From an optimization exercise on the open Yosys and OpenROAD flow, aimed at small area and a short achievable clock period; shortcuts taken in it are not production practice. In this exercise RTL edits were held to simulation tests only and were not proved equivalent to the original.

red:
// event_core
module event_core (
    input  logic                           clk_frame,
    input  logic                           rst,
    input  logic                           en,
    input  logic                           spawn_laser,
    input  logic [1:0]                     dir,
    input  logic                           spawn_object,
    input  logic [25-1:0]               spawn_data,
    output logic [16-1:0]            score,
    output logic                           all_clear,
    output logic                           game_over,
    output logic [3:0]                     object_count,
    output logic [14-1:0]               laser,
    output logic [8*25-1:0]    sorted_aliens   
);
For scale: roughly 270 I/O pins, ~31000 um2 of cells after synthesis.
Settings: LEC_CHECK=0, ABC_CLOCK_PERIOD_IN_PS=16000, CAP_MARGIN=20, CORE_MARGIN=2, CORE_UTILIZATION=35, CTS_BUF_LIST=sky130_fd_sc_hd__clkbuf_8, PLACE_DENSITY=0.45, SLEW_MARGIN=20; clock period 20.0 ns.
standard.sh (not shown) runs the stock make flow with config.mk's settings and CLKGATE_MAP_FILE= SYNTH_SCRIPT=/design/flow/synth_recipe.tcl, a recipe that flattens the netlist after the stock synthesis.
==> flow/flow/run.sh <==
#!/bin/bash
# Standard ORFS layout (standard synthesis, floorplan, place, CTS, route, finish) with
#  - a tighter setup-repair target: repair_timing aims for SETUP_SLACK_MARGIN of slack at
#    the design's clock period, so the resizer also speeds up paths that meet 20 ns;
#  - every port still buffered, with a plain buffer cell instead of a delay cell.
# The clock, SDC and every other setting stay the standard flow's. Make's output goes to flow_make.log,
# each ORFS step's log to orfs/logs/.
set -euo pipefail
cd "$(dirname "$0")/.."
MARGIN=$(cat flow/margin.txt)
bash standard.sh SETUP_SLACK_MARGIN="$MARGIN" \
    "BUFFER_PORTS_ARGS=-buffer_cell sky130_fd_sc_hd__buf_1" finish > flow_make.log 2>&1
==> flow/flow/margin.txt <==
14.65
red went all the way through the flow, and no timing, DRC or antenna check failed.
[inputs] blue vs red
Settings: CORE_UTILIZATION changed from 35 to 50; PLACE_DENSITY changed from 0.45 to 0.62; CTS_BUF_LIST removed (was sky130_fd_sc_hd__clkbuf_8).
--- outcome ---
Final critical-path required period was higher in blue than in red.
[blue] post-cts gate resize count rose about 16% relative to red
Compared with red, blue shows combined buffer and inverter count along the critical path higher by 2.
The post-placement cell area number comes out higher for red vs blue.
Side by side, starting density of the core turned out higher in blue than in red.
For green, these inputs were changed with respect to blue:
Settings: SLEW_MARGIN changed from 20 to 5; CTS_BUF_LIST newly set to sky130_fd_sc_hd__clkbuf_8; CAP_MARGIN changed from 20 to 5; PLACE_DENSITY changed from 0.62 to 0.45; CORE_UTILIZATION changed from 50 to 35.
--- outcome ---
When green is set beside blue, its global-route usage turns out to be 15 points smaller. Against blue, global-route wire length before repair in green rose slightly. green ended up with sky130_fd_sc_hd__dfrtp_1 as its critical-path cell with the highest stage delay; blue ended up with sky130_fd_sc_hd__a21oi_4.

* * *

north:
event_core again, from the RTL that the note above started with.
## event_core
module event_core (
    input  logic                           clk_frame,
    input  logic                           rst,
    input  logic                           en,
    input  logic                           spawn_laser,
    input  logic [1:0]                     dir,
    input  logic                           spawn_object,
    input  logic [25-1:0]               spawn_data,
    output logic [16-1:0]            score,
    output logic                           all_clear,
    output logic                           game_over,
    output logic [3:0]                     object_count,
    output logic [14-1:0]               laser,
    output logic [8*25-1:0]    sorted_aliens   
);
clock: 20.0 ns
lec_check: 0
abc_clock_period_in_ps: 16000
cap_margin: 20
core_margin: 2
core_utilization: 42
place_density: 0.55
slew_margin: 20
Scripts as last shown in full above: flow/flow/run.sh, flow/flow/margin.txt
## Diff of input files: south against north
Settings: PLACE_DENSITY changed from 0.55 to 0.45; CORE_UTILIZATION changed from 42 to 35.
diff --git a/flow/flow/run.sh b/flow/flow/run.sh
--- a/flow/flow/run.sh
+++ b/flow/flow/run.sh
@@ -10,3 +10,3 @@
 MARGIN=$(cat flow/margin.txt)
 bash standard.sh SETUP_SLACK_MARGIN="$MARGIN" \
-    "BUFFER_PORTS_ARGS=-buffer_cell sky130_fd_sc_hd__buf_1" finish > flow_make.log 2>&1
+    "BUFFER_PORTS_ARGS=-buffer_cell sky130_fd_sc_hd__buf_2" finish > flow_make.log 2>&1
[summary]
Worst slack at placement was higher in north than in south.
Flip-flop and latch count came out exactly the same in north and south.
north vs south, master of the slowest instance on the critical path: buf_1 vs dfrtp_2
south vs. north: clock network contribution to total cell area lower, worst clock skew increased 0.025 ns.
Share of the core filled with cells in the final layout: south vs north down 8.2 points
north → south: aggregate global-route resource usage now smaller; highest attainable clock frequency now larger.

* * *

Setup of run 1:
event_core again, from the RTL that the note above started with.
==> flow/config.mk <==
export PLATFORM = sky130hd
export DESIGN_NAME = event_core
export DESIGN_NICKNAME = event_core
export VERILOG_FILES = /design/flow/design.v
export SDC_FILE = /design/flow/constraint.sdc
export NUM_CORES = 4
export LEC_CHECK = 0
export ABC_CLOCK_PERIOD_IN_PS = 16000
export CAP_MARGIN = 20
export CORE_MARGIN = 2
export CORE_UTILIZATION = 42
export CTS_BUF_LIST = sky130_fd_sc_hd__clkbuf_8
export PLACE_DENSITY = 0.55
export SLEW_MARGIN = 20
==> flow/constraint.sdc <==
create_clock -name core_clock -period 20.0 [get_ports {clk_frame}]
set_input_delay 4.0000 -clock core_clock [delete_from_list [all_inputs] [get_ports {clk_frame}]]
set_output_delay 4.0000 -clock core_clock [all_outputs]
set_load 0.01 [all_outputs]
==> flow/flow/run.sh <==
#!/bin/bash
# Standard ORFS layout (standard synthesis, floorplan, place, CTS, route, finish) with
#  - a tighter setup-repair target: repair_timing aims for SETUP_SLACK_MARGIN of slack at
#    the design's clock period, so the resizer also speeds up paths that meet 20 ns;
#  - every port still buffered, with a plain buffer cell instead of a delay cell.
# The clock, SDC and every other setting stay the standard flow's. Make's output goes to flow_make.log,
# each ORFS step's log to orfs/logs/.
set -euo pipefail
cd "$(dirname "$0")/.."
MARGIN=$(cat flow/margin.txt)
bash standard.sh SETUP_SLACK_MARGIN="$MARGIN" \
    "BUFFER_PORTS_ARGS=-buffer_cell sky130_fd_sc_hd__buf_1" finish > flow_make.log 2>&1
Scripts as last shown in full above: flow/flow/margin.txt
diff inputs: run 1 => run 2
-- flow/config.mk --
<<< run 1, line 9
export CAP_MARGIN = 20
>>> run 2, line 9
export CAP_MARGIN = 5
<<< run 1, line 11
export CORE_UTILIZATION = 42
>>> run 2, line 11
export CORE_UTILIZATION = 35
<<< run 1, line 13
export PLACE_DENSITY = 0.55
export SLEW_MARGIN = 20
>>> run 2, line 13
export GPL_TIMING_DRIVEN = 1
export PLACE_DENSITY = 0.45
export SLEW_MARGIN = 5
Results
- Run 2 vs run 1 on met1 usage: run 2 is the lower one.
- Proportion of cell area occupied by registers essentially unchanged between run 1 and run 2.
- Arrival time at the worst endpoint in run 2 vs run 1: down 4.36 ns
- | post-CTS clock slew at the launch and capture registers of the worst setup and hold paths | run 2 vs run 1 | ≈ equal |
- Run 2 against run 1; total CTS buffers is down slightly.
- Summary of run 2 over run 1: final critical delay including setup and external delays rose 0.035 ns, cell area flat.
[inputs] run 3 vs run 2
-- flow/config.mk --
<<< run 2, line 9
export CAP_MARGIN = 5
>>> run 3, line 9
export CAP_MARGIN = 20
<<< run 2, line 12
export CTS_BUF_LIST = sky130_fd_sc_hd__clkbuf_8
export GPL_TIMING_DRIVEN = 1
>>> run 3, line 12
export CTS_BUF_LIST = sky130_fd_sc_hd__clkbuf_4
<<< run 2, line 15
export SLEW_MARGIN = 5
>>> run 3, line 14
export SLEW_MARGIN = 20
==> comparison <==
Across both runs, area growth from synthesis to final layout was higher for run 3 than for run 2. Against run 2, run 3 reports a worst hold slack across all endpoints that is higher. [compare] base=run 2 new=run 3: cell count saw an increase; global routing met3 resource utilization saw a decrease. Run 3 vs. run 2: sequential fraction of total cell area went down by 0.64 points. Run 2 → run 3: met2 track demand over resource in global routing moved down, global-route usage has remained practically unchanged. Run 3 -> run 2: count of input and output buffers delta 0, exact match.

[afterwards: timing with drivers on the ports]
Ports are ideal in the flow. The routed layouts listed here were re-timed in OpenROAD.
Step 1 (the two cells are an assumption about what drives the block):
set clk [get_ports {clk_frame}]
set_driving_cell -lib_cell sky130_fd_sc_hd__clkbuf_16 $clk
set_driving_cell -lib_cell sky130_fd_sc_hd__buf_2 [delete_from_list [all_inputs] $clk]
Step 2 also shifts input and output timing later by t, the mid clock arrival at the registers, as if the neighbouring blocks saw the same clock.
a / b / c = ideal ports / drivers / drivers and shift; a / b = the first two.
| run | shift t [ns] | slack for setup (ns) | worst setup path at the end | latest minus earliest clock arrival (ns) | worst slew at a driven data input, ns |
|---|---|---|---|---|---|
| red | 0.784 | 14.639 / 14.578 / 13.866 | input to register | 0.040 / 0.040 | 0.09 |
| blue | 0.685 | 14.525 / 14.544 / 13.859 | input to register | 0.040 / 0.040 | 0.05 |
| green | 0.786 | 14.623 / 14.563 / 13.870 | input to register | 0.043 / 0.043 | 0.09 |
| north | 0.691 | 14.621 / 14.630 / 13.977 | input to register | 0.029 / 0.029 | 0.09 |
| south | 0.744 | 14.663 / 14.589 / 14.019 | input to register | 0.055 / 0.055 | 0.07 |
| run 1 | 0.752 | 14.658 / 14.622 / 13.933 | input to register | 0.041 / 0.041 | 0.09 |
| run 2 | 0.786 | 14.623 / 14.563 / 13.870 | input to register | 0.043 / 0.043 | 0.09 |
| run 3 | 1.036 | 14.388 / 14.318 / 13.683 | input to register | 0.097 / 0.098 | 0.08 |
After both steps every run listed still meets setup and hold. For red, which loses most, drivers alone change the setup slack by -0.061 ns; drivers and shift together by -0.773 ns.
